This design comes from an exercise in tuning for small area, a short achievable clock period and few clock cycles per item on the open sky130 flow, not from production work. RTL that was checked went through simulation tests only; none was proved equivalent to the original.

==> run a: inputs <==
Design fm_keycode_to_fnum_block, start of the top module:
module fm_keycode_to_fnum_block (
	input  logic             clk,
	input  logic             arst_n,
	input  logic             cfg_we,
	input  logic [0:0]       cfg_index,
	input  logic [fkf_pkg::CLK_W-1:0] cfg_data,
	input  logic             in_valid,
	output logic             in_stall,
	input  logic [7:0]       key_code,
	input  logic [7:0]       key_fraction,
	output logic             out_valid,
	input  logic             out_stall,
	output logic [2:0]       block,
	output logic [10:0]      freq_number
);
==> module fkf_cfg, before the edit <==
module fkf_cfg (
	input  logic        clk,
	input  logic        arst_n,
	input  logic        cfg_we,
	input  logic [0:0]  cfg_index,
	input  logic [25:0] cfg_data,
	output logic        busy,
	output logic [33:0] an,
	output logic [35:0] a3,
	output logic [45:0] bn,
	output logic [27:0] th,
	output logic [6:0]  gc,
	output logic        zero
);
	logic [25:0] src_q, tgt_q;
	logic [4:0]  ps_q, pt_q;
	logic [3:0]  step_q;
	logic        fa_q, fb_q, nr_q;
	logic [6:0]  gp_q;
	logic        sz;
	logic [25:0] t1;
	logic [4:0]  lzs, lzt;
	logic [25:0] sn, tn;
	assign sz = src_q == '0;
	assign t1 = (tgt_q == '0) ? 26'd1 : tgt_q;
	always_comb begin
		lzs = '0;
		lzt = '0;
		for (int i = 0; i < 26; i++) begin
			if (src_q[i])
				lzs = 5'(25 - i);
			if (t1[i])
				lzt = 5'(25 - i);
		end
	end
	assign sn = src_q << lzs;
	assign tn = t1 << lzt;
	logic        bneg;
	logic [45:0] tw;
	logic [45:0] bsum;
	logic [1:0]  ash;
	logic [32:0] asum;
	logic        nr;
	logic [3:0]  bsh_q;
	logic [3:0]  bsh_d;
	logic [45:0] bsv;
	always_comb begin
		case (step_q)
			4'd1, 4'd2, 4'd4, 4'd7: bsh_d = 4'b0001;
			4'd3:                   bsh_d = 4'b0100;
			4'd5:                   bsh_d = 4'b0010;
			default:                bsh_d = 4'b1000;
		endcase
		bneg = step_q < 4'd6;
		ash  = (step_q == 4'd3) ? 2'd3 : 2'd0;
	end
	always_ff @(posedge clk)
		bsh_q <= bsh_d;
	assign bsv  = ({46{bsh_q[0]}} & (bn << 2)) | ({46{bsh_q[1]}} & (bn << 3)) |
	              ({46{bsh_q[2]}} & (bn << 4)) | ({46{bsh_q[3]}} & (bn << 5));
	assign tw   = 46'(tgt_q) ^ {46{bneg}};
	assign bsum = bsv + tw + 46'(bneg);
	assign asum = (an[32:0] << (3'(ash) + 3'd1)) + 33'(src_q);
	logic [45:0] bnn;
	assign bnn  = bn[45] ? bn : {bn[44:0], 1'b0};
	assign nr   = {an[32:0], 13'd0} < bnn;
	always_ff @(posedge clk or negedge arst_n) begin
		if (!arst_n) begin
			src_q  <= fkf_pkg::SRC_N_RESET;
			ps_q   <= fkf_pkg::SRC_P_RESET;
			tgt_q  <= fkf_pkg::TGT_N_RESET;
			pt_q   <= fkf_pkg::TGT_P_RESET;
			step_q <= 4'd1;
		end else if (cfg_we) begin
			case (cfg_index)
				fkf_pkg::REG_SOURCE_CLOCK: begin
					src_q <= cfg_data;
					ps_q  <= 5'd25;
				end
				fkf_pkg::REG_TARGET_CLOCK: begin
					tgt_q <= cfg_data;
					pt_q  <= 5'd25;
				end
				default: ;
			endcase
			step_q <= 4'd1;
		end else begin
			step_q <= (step_q == 4'd0 || step_q == 4'd11) ? 4'd0 : step_q + 4'd1;
			if (step_q == 4'd1) begin
				src_q <= sn;
				ps_q  <= ps_q - lzs;
				tgt_q <= tn;
				pt_q  <= pt_q - lzt;
			end
		end
	end
	always_ff @(posedge clk) begin
		case (step_q)
			4'd1: begin
				zero <= sz;
				an   <= 34'(sn);
				bn   <= 46'(tn);
			end
			4'd2, 4'd3, 4'd4: begin
				an <= 34'(asum);
				bn <= bsum;
			end
			4'd5: begin
				an   <= an[32] ? an : {an[32:0], 1'b0};
				fa_q <= an[32];
				bn   <= bsum;
			end
			4'd6, 4'd7, 4'd8: bn <= bsum;
			4'd9: begin
				bn   <= bnn;
				fb_q <= bn[45];
				a3   <= 36'(an) + {1'b0, an, 1'b0};
				nr_q <= nr;
				th   <= fkf_pkg::srt_th(bnn[44:42]);
			end
			4'd10: begin
				an   <= nr_q ? {an[32:0], 1'b0} : an;
				a3   <= nr_q ? {a3[34:0], 1'b0} : a3;
				gp_q <= 7'(ps_q) - 7'(pt_q) + 7'(fa_q) - 7'(fb_q);
			end
			4'd11: gc <= gp_q - 7'(nr_q);
			default: ;
		endcase
	end
	assign busy = cfg_we || (step_q != 4'd0 && step_q < 4'd8);
endmodule
Settings: LEC_CHECK=0, CAP_MARGIN=70, CORE_MARGIN=2, CORE_UTILIZATION=50, SLEW_MARGIN=70, SYNTH_MEMORY_MAX_BITS=65536; clock period 12.0 ns.
standard.sh (not shown) runs the stock make flow with config.mk's settings and CLKGATE_MAP_FILE= SYNTH_SCRIPT=/design/flow/synth_recipe.tcl, a recipe that flattens the netlist after the stock synthesis.
==> flow/flow/run.sh <==
#!/bin/bash
set -euo pipefail
export SETUP_SLACK_MARGIN=7.5
export TNS_END_PERCENT=100
export BUFFER_PORTS_ARGS="-buffer_cell sky130_fd_sc_hd__buf_4"
bash standard.sh > standard.log 2>&1
==> run b: changes against run a <==
--- a/flow/design.v
+++ b/flow/design.v
@@ -3220,9 +3220,7 @@
 	assign tw   = 46'(tgt_q) ^ {46{bneg}};
 	assign bsum = bsv + tw + 46'(bneg);
 	assign asum = (an[32:0] << (3'(ash) + 3'd1)) + 33'(src_q);
-	logic [45:0] bnn;
-	assign bnn  = bn[45] ? bn : {bn[44:0], 1'b0};
-	assign nr   = {an[32:0], 13'd0} < bnn;
+	assign nr   = {an[32:0], 13'd0} < bn;
 	always_ff @(posedge clk or negedge arst_n) begin
 		if (!arst_n) begin
 			src_q  <= fkf_pkg::SRC_N_RESET;
@@ -3271,22 +3269,23 @@
 			end
 			4'd6, 4'd7, 4'd8: bn <= bsum;
 			4'd9: begin
-				bn   <= bnn;
+				bn   <= bn[45] ? bn : {bn[44:0], 1'b0};
 				fb_q <= bn[45];
-				a3   <= 36'(an) + {1'b0, an, 1'b0};
-				nr_q <= nr;
-				th   <= fkf_pkg::srt_th(bnn[44:42]);
 			end
 			4'd10: begin
-				an   <= nr_q ? {an[32:0], 1'b0} : an;
-				a3   <= nr_q ? {a3[34:0], 1'b0} : a3;
+				an   <= nr ? {an[32:0], 1'b0} : an;
+				nr_q <= nr;
 				gp_q <= 7'(ps_q) - 7'(pt_q) + 7'(fa_q) - 7'(fb_q);
+				th   <= fkf_pkg::srt_th(bn[44:42]);
+			end
+			4'd11: begin
+				gc <= gp_q - 7'(nr_q);
+				a3 <= 36'(an) + {1'b0, an, 1'b0};
 			end
-			4'd11: gc <= gp_q - 7'(nr_q);
 			default: ;
 		endcase
 	end
-	assign busy = cfg_we || (step_q != 4'd0 && step_q < 4'd8);
+	assign busy = cfg_we || (step_q != 4'd0 && step_q < 4'd9);
 endmodule
 module fkf_back (
 	input  logic        clk,
==> flow/run.sh (new file) <==
#!/bin/bash
# synth_recipe.tcl (not shown) runs the flow's synth.tcl, then flattens the netlist and writes it again
# the make line also repeats each setting of config.mk as NAME=value (left out here)
make -C /OpenROAD-flow-scripts/flow DESIGN_CONFIG=/design/flow/config.mk WORK_HOME=/design/flow/orfs CLKGATE_MAP_FILE= SYNTH_SCRIPT=/design/flow/synth_recipe.tcl finish
--- a/flow/config.mk
+++ b/flow/config.mk
@@ -7,6 +7,7 @@
 export LEC_CHECK = 0
 export CAP_MARGIN = 70
 export CORE_MARGIN = 2
-export CORE_UTILIZATION = 50
+export CORE_UTILIZATION = 45
+export SETUP_SLACK_MARGIN = 5
 export SLEW_MARGIN = 70
 export SYNTH_MEMORY_MAX_BITS = 65536
removed: flow/flow/run.sh
removed: flow/standard.sh
==> summary.txt <==
synth unique cells - 110
wirelength, routed - 536000 um
RSZ-0062 raised after global routing - no
worst path arrival time - 6040 ps
CP Buf/Inv Count - 7
sequential-to-total area share from yosys stat - 32.4%
status - no timing/DRC/antenna violations
the above is filed under run b

==> summary.txt <==
status - no timing/DRC/antenna violations
Cell Area, Placed - 0.117 mm^2
synth unique cells - 104
sequential-to-total area share from yosys stat - 32.2%
final setup fails - 0
CP Buf/Inv Count - 6
RSZ-0062 raised after global routing - yes
wirelength, routed - 531000 um
post-synthesis compound-gate area fraction - 22.3%
the above is filed under run a

Testbench counts of run a, summed over its fixed seeds: cycles 13,368, items 12,288.
Testbench counts of run b, summed over its fixed seeds: cycles 13,416, items 12,288.

* * *

==> inputs of juniper <==
fm_keycode_to_fnum_block with an RTL version that a note above also has.
clock: 12.0 ns
lec_check: 0
cap_margin: 70
core_margin: 2
core_utilization: 50
slew_margin: 70
synth_memory_max_bits: 65536
==> flow/flow/run.sh <==
#!/bin/bash
set -euo pipefail
export SETUP_SLACK_MARGIN=7.3
export TNS_END_PERCENT=100
export BUFFER_PORTS_ARGS="-buffer_cell sky130_fd_sc_hd__buf_4"
bash standard.sh > standard.log 2>&1
==> yarrow: changes against juniper <==
--- a/flow/design.v
+++ b/flow/design.v
@@ -1,16 +1,20 @@
 package fkf_pkg;
 	localparam int CLK_W = 26;
 	localparam logic [0:0] REG_SOURCE_CLOCK = 1'b0;
 	localparam logic [0:0] REG_TARGET_CLOCK = 1'b1;
 	localparam logic [25:0] SRC_N_RESET = 26'h369e990;
 	localparam logic [4:0]  SRC_P_RESET = 5'd21;
 	localparam logic [25:0] TGT_N_RESET = 26'h3a855a8;
 	localparam logic [4:0]  TGT_P_RESET = 5'd22;
+	localparam logic [33:0] AN_RESET = 34'h151f552b0;
+	localparam logic [35:0] A3_RESET = 36'h3f5dff810;
+	localparam logic [45:0] BN_RESET = 46'h27f46dfb6048;
+	localparam logic [6:0]  GC_RESET = -7'sd1;
 	localparam int CAP = 14;
 	function automatic logic [27:0] srt_th(input logic [2:0] dtop);
 		logic [27:0] v;
 		case (dtop)
 			3'd0:    v = {7'sd12, 7'sd4, -7'sd4, -7'sd13};
 			3'd1:    v = {7'sd14, 7'sd5, -7'sd5, -7'sd15};
 			3'd2:    v = {7'sd15, 7'sd5, -7'sd5, -7'sd16};
 			3'd3:    v = {7'sd17, 7'sd5, -7'sd6, -7'sd17};
@@ -3169,17 +3173,17 @@
 	output logic [45:0] bn,
 	output logic [27:0] th,
 	output logic [6:0]  gc,
 	output logic        zero
 );
 	logic [25:0] src_q, tgt_q;
 	logic [4:0]  ps_q, pt_q;
 	logic [3:0]  step_q;
-	logic        fa_q, fb_q, nr_q;
+	logic        fa_q;
 	logic [6:0]  gp_q;
 	logic        sz;
 	logic [25:0] t1;
 	logic [4:0]  lzs, lzt;
 	logic [25:0] sn, tn;
 	assign sz = src_q == '0;
 	assign t1 = (tgt_q == '0) ? 26'd1 : tgt_q;
 	always_comb begin
@@ -3189,108 +3193,101 @@
 			if (src_q[i])
 				lzs = 5'(25 - i);
 			if (t1[i])
 				lzt = 5'(25 - i);
 		end
 	end
 	assign sn = src_q << lzs;
 	assign tn = t1 << lzt;
+	logic [2:0]  bsh;
 	logic        bneg;
-	logic [45:0] tw;
 	logic [45:0] bsum;
 	logic [1:0]  ash;
 	logic [32:0] asum;
 	logic        nr;
-	logic [3:0]  bsh_q;
-	logic [3:0]  bsh_d;
-	logic [45:0] bsv;
 	always_comb begin
 		case (step_q)
-			4'd1, 4'd2, 4'd4, 4'd7: bsh_d = 4'b0001;
-			4'd3:                   bsh_d = 4'b0100;
-			4'd5:                   bsh_d = 4'b0010;
-			default:                bsh_d = 4'b1000;
+			4'd2, 4'd3, 4'd5, 4'd8: bsh = 3'd2;
+			4'd4:                   bsh = 3'd4;
+			4'd6:                   bsh = 3'd3;
+			default:                bsh = 3'd5;
 		endcase
 		bneg = step_q < 4'd6;
 		ash  = (step_q == 4'd3) ? 2'd3 : 2'd0;
 	end
-	always_ff @(posedge clk)
-		bsh_q <= bsh_d;
-	assign bsv  = ({46{bsh_q[0]}} & (bn << 2)) | ({46{bsh_q[1]}} & (bn << 3)) |
-	              ({46{bsh_q[2]}} & (bn << 4)) | ({46{bsh_q[3]}} & (bn << 5));
+	logic [45:0] tw;
 	assign tw   = 46'(tgt_q) ^ {46{bneg}};
-	assign bsum = bsv + tw + 46'(bneg);
+	assign bsum = (bn << bsh) + tw + 46'(bneg);
 	assign asum = (an[32:0] << (3'(ash) + 3'd1)) + 33'(src_q);
 	assign nr   = {an[32:0], 13'd0} < bn;
 	always_ff @(posedge clk or negedge arst_n) begin
 		if (!arst_n) begin
 			src_q  <= fkf_pkg::SRC_N_RESET;
 			ps_q   <= fkf_pkg::SRC_P_RESET;
 			tgt_q  <= fkf_pkg::TGT_N_RESET;
 			pt_q   <= fkf_pkg::TGT_P_RESET;
-			step_q <= 4'd1;
+			step_q <= '0;
+			an     <= fkf_pkg::AN_RESET;
+			a3     <= fkf_pkg::A3_RESET;
+			bn     <= fkf_pkg::BN_RESET;
+			gc     <= fkf_pkg::GC_RESET;
+			zero   <= 1'b0;
 		end else if (cfg_we) begin
 			case (cfg_index)
 				fkf_pkg::REG_SOURCE_CLOCK: begin
 					src_q <= cfg_data;
 					ps_q  <= 5'd25;
 				end
 				fkf_pkg::REG_TARGET_CLOCK: begin
 					tgt_q <= cfg_data;
 					pt_q  <= 5'd25;
 				end
 				default: ;
 			endcase
 			step_q <= 4'd1;
 		end else begin
-			step_q <= (step_q == 4'd0 || step_q == 4'd11) ? 4'd0 : step_q + 4'd1;
-			if (step_q == 4'd1) begin
-				src_q <= sn;
-				ps_q  <= ps_q - lzs;
-				tgt_q <= tn;
-				pt_q  <= pt_q - lzt;
-			end
+			step_q <= (step_q == 4'd0 || step_q == 4'd10) ? 4'd0 : step_q + 4'd1;
+			case (step_q)
+				4'd1: begin
+					src_q <= sn;
+					ps_q  <= ps_q - lzs;
+					tgt_q <= tn;
+					pt_q  <= pt_q - lzt;
+					zero  <= sz;
+					an    <= 34'(sn);
+					bn    <= 46'(tn);
+				end
+				4'd2, 4'd3: begin
+					an <= 34'(asum);
+					bn <= bsum;
+				end
+				4'd4: begin
+					an <= asum[32] ? 34'(asum) : 34'({asum[31:0], 1'b0});
+					bn <= bsum;
+				end
+				4'd5, 4'd6, 4'd7: bn <= bsum;
+				4'd8: bn <= bsum[45] ? bsum : {bsum[44:0], 1'b0};
+				4'd9: begin
+					an <= nr ? {an[32:0], 1'b0} : an;
+					gc <= gp_q - 7'(nr);
+				end
+				4'd10: a3 <= 36'(an) + {1'b0, an, 1'b0};
+				default: ;
+			endcase
 		end
 	end
 	always_ff @(posedge clk) begin
-		case (step_q)
-			4'd1: begin
-				zero <= sz;
-				an   <= 34'(sn);
-				bn   <= 46'(tn);
-			end
-			4'd2, 4'd3, 4'd4: begin
-				an <= 34'(asum);
-				bn <= bsum;
-			end
-			4'd5: begin
-				an   <= an[32] ? an : {an[32:0], 1'b0};
-				fa_q <= an[32];
-				bn   <= bsum;
-			end
-			4'd6, 4'd7, 4'd8: bn <= bsum;
-			4'd9: begin
-				bn   <= bn[45] ? bn : {bn[44:0], 1'b0};
-				fb_q <= bn[45];
-			end
-			4'd10: begin
-				an   <= nr ? {an[32:0], 1'b0} : an;
-				nr_q <= nr;
-				gp_q <= 7'(ps_q) - 7'(pt_q) + 7'(fa_q) - 7'(fb_q);
-				th   <= fkf_pkg::srt_th(bn[44:42]);
-			end
-			4'd11: begin
-				gc <= gp_q - 7'(nr_q);
-				a3 <= 36'(an) + {1'b0, an, 1'b0};
-			end
-			default: ;
-		endcase
+		if (step_q == 4'd4)
+			fa_q <= asum[32];
+		if (step_q == 4'd8)
+			gp_q <= 7'(ps_q) - 7'(pt_q) + 7'(fa_q) - 7'(bsum[45]);
 	end
-	assign busy = cfg_we || (step_q != 4'd0 && step_q < 4'd9);
+	assign th = fkf_pkg::srt_th(bn[44:42]);
+	assign busy = cfg_we || (step_q != 4'd0 && step_q < 4'd8);
 endmodule
 module fkf_back (
 	input  logic        clk,
 	input  logic        arst_n,
 	input  logic [45:0] bn,
 	input  logic [27:0] th,
 	input  logic [6:0]  gc,
 	input  logic        zero,
@@ -3368,70 +3365,52 @@
 			dv_wc[k] <= {(ys[47:0] & yc[47:0]) | (ys[47:0] & op[47:0]) | (yc[47:0] & op[47:0]), p2 || p1};
 			dv_ls[k] <= {ls_in[11:0], 2'b0};
 			dv_lc[k] <= {lc_in[11:0], 2'b0};
 			dv_qp[k] <= {qp_in[11:0], p2, p1};
 			dv_qn[k] <= {qn_in[11:0], n2, n1};
 			dv_e[k]  <= e_in;
 		end
 	end
-	logic        f1_v, f2_v;
+	logic        f1_v;
 	logic [48:0] rsum;
-	logic [13:0] zq, zm;
-	logic signed [7:0] g;
-	logic signed [7:0] gk [3];
 	logic        f1_neg;
-	logic [12:0] f1_zq, f1_zm;
-	logic [1:0]  f1_kq, f1_km;
-	logic [2:0]  f1_le0, f1_gt7;
-	logic [2:0]  f1_blk [3];
-	logic [3:0]  f1_shg;
-	logic        f1_zero;
+	logic [13:0] f1_zq, f1_zm;
+	logic signed [7:0] f1_g;
 	assign rsum = dv_ws[NST-1] + dv_wc[NST-1];
-	assign zq   = dv_qp[NST-1] - dv_qn[NST-1];
-	assign zm   = dv_qp[NST-1] + ~dv_qn[NST-1];
-	assign g    = 8'(dv_e[NST-1]) + {gc[6], gc};
-	assign gk[0] = g;
-	assign gk[1] = g + 8'sd1;
-	assign gk[2] = g + 8'sd2;
-	function automatic logic [1:0] kof(input logic [12:0] z);
-		logic fff;
-		fff = z[12] ? (z[12:1] == 12'hfff) : (z[11:0] == 12'hfff);
-		kof = 2'(z[12]) + 2'(fff);
-	endfunction
 	always_ff @(posedge clk) begin
-		f1_neg  <= rsum[48];
-		f1_zq   <= zq[12:0];
-		f1_zm   <= zm[12:0];
-		f1_kq   <= kof(zq[12:0]);
-		f1_km   <= kof(zm[12:0]);
-		for (int k = 0; k < 3; k++) begin
-			f1_le0[k] <= gk[k] <= 8'sd0;
-			f1_gt7[k] <= gk[k] > 8'sd7;
-			f1_blk[k] <= gk[k][2:0];
-		end
-		f1_shg  <= (g < -8'sd13) ? 4'd13 : 4'(-g);
-		f1_zero <= zero;
+		f1_neg <= rsum[48];
+		f1_zq  <= dv_qp[NST-1] - dv_qn[NST-1];
+		f1_zm  <= dv_qp[NST-1] + ~dv_qn[NST-1];
+		f1_g   <= 8'(dv_e[NST-1]) + {gc[6], gc};
+	end
+	logic              f2_v;
+	logic [12:0]       z;
+	logic              dd, fff;
+	logic [1:0]        kk;
+	logic signed [7:0] b;
+	logic [7:0]        sh;
+	logic [12:0]       f2_z;
+	logic [3:0]        f2_sh;
+	logic [2:0]        f2_blk;
+	logic              f2_sat, f2_zero;
+	assign z = f1_neg ? f1_zm[12:0] : f1_zq[12:0];
+	always_comb begin
+		dd  = z[12];
+		fff = dd ? (z[12:1] == 12'hfff) : (z[11:0] == 12'hfff);
+		kk  = 2'(dd) + 2'(fff);
+		b   = f1_g + 8'(kk);
+		sh  = (b <= 8'sd0) ? 8'(-f1_g) : 8'(kk);
 	end
-	logic [12:0] z;
-	logic [1:0]  kk;
-	logic        le0;
-	logic [12:0] f2_z;
-	logic [3:0]  f2_sh;
-	logic [2:0]  f2_blk;
-	logic        f2_sat, f2_zero;
-	assign z   = f1_neg ? f1_zm : f1_zq;
-	assign kk  = f1_neg ? f1_km : f1_kq;
-	assign le0 = f1_le0[kk];
 	always_ff @(posedge clk) begin
 		f2_z    <= z;
-		f2_sh   <= le0 ? f1_shg : 4'(kk);
-		f2_blk  <= le0 ? 3'd0 : f1_blk[kk];
-		f2_sat  <= f1_gt7[kk];
-		f2_zero <= f1_zero;
+		f2_sh   <= (sh > 8'd13) ? 4'd13 : sh[3:0];
+		f2_blk  <= (b <= 8'sd0) ? 3'd0 : b[2:0];
+		f2_sat  <= b > 8'sd7;
+		f2_zero <= zero;
 	end
 	logic [12:0] w;
 	logic [10:0] fn;
 	logic [2:0]  blk;
 	always_comb begin
 		w   = f2_z >> f2_sh;
 		fn  = 11'(w[12:1] + 12'(w[0]));
 		blk = f2_blk;
@@ -3493,17 +3472,17 @@
 	assign take   = out_valid && !out_stall;
 	assign inc    = accept && !take;
 	assign dec    = take && !accept;
 	always_ff @(posedge clk or negedge arst_n) begin
 		if (!arst_n) begin
 			cnt_q    <= '0;
 			full_q   <= 1'b0;
 			last_q   <= 1'b0;
-			in_stall <= 1'b1;
+			in_stall <= 1'b0;
 		end else begin
 			if (inc)
 				cnt_q <= cnt_q + 1'b1;
 			else if (dec)
 				cnt_q <= cnt_q - 1'b1;
 			full_q   <= inc ? last_q : (!dec && full_q);
 			last_q   <= inc ? (cnt_q == CNT_W'(CAP - 2)) : (dec ? full_q : last_q);
 			in_stall <= (full_q && !take) || (last_q && inc) || busy;
==> flow/run.sh (new file) <==
#!/bin/bash
# synth_recipe.tcl (not shown) runs the flow's synth.tcl, then flattens the netlist and writes it again
# the make line also repeats each setting of config.mk as NAME=value (left out here)
make -C /OpenROAD-flow-scripts/flow DESIGN_CONFIG=/design/flow/config.mk WORK_HOME=/design/flow/orfs CLKGATE_MAP_FILE= SYNTH_SCRIPT=/design/flow/synth_recipe.tcl finish
==> flow/config.mk (replaced) <==
export PLATFORM = sky130hd
export DESIGN_NAME = fm_keycode_to_fnum_block
export DESIGN_NICKNAME = fm_keycode_to_fnum_block
export VERILOG_FILES = /design/flow/design.v
export SDC_FILE = /design/flow/constraint.sdc
export NUM_CORES = 8
export LEC_CHECK = 0
export CAP_MARGIN = 20
export CORE_MARGIN = 2
export CORE_UTILIZATION = 60
export SETUP_SLACK_MARGIN = 5
export SLEW_MARGIN = 20
export TNS_END_PERCENT = 100
removed: flow/flow/run.sh
removed: flow/standard.sh
==> notes <==
- juniper ran to the end with no violations. yarrow never finished: it broke off in 1_2_yosys.
Testbench counts of juniper, summed over its fixed seeds: cycles 13,416, items 12,288.
No functional check of the RTL was part of yarrow.

[port drivers added, routing unchanged]
In the flow no input, the clock included, has a driving cell. The finished layouts below were timed again as built, in two steps.
Step 1 assumes that a clkbuf_16 drives the clock port and a buf_2 every other input.
Step 2 times the ports against the registers' clock, not the clock port: input delays grow and output delays shrink by t, the midpoint of the rising clock arrivals with the driver on.
a / b / c = ideal ports / drivers / drivers and shift; a / b = the first two.
run | t (ns) | slack for setup (ns) | hold WS [ns]
run a | 0.919 | 7.333 / 7.333 / 7.333 | 0.322 / 0.322 / 0.322
run b | 0.972 | 6.670 / 6.670 / 6.670 | 0.278 / 0.278 / 0.278
juniper | 0.952 | 7.214 / 7.214 / 7.214 | 0.314 / 0.314 / 0.314
After both steps every run listed still meets setup and hold.
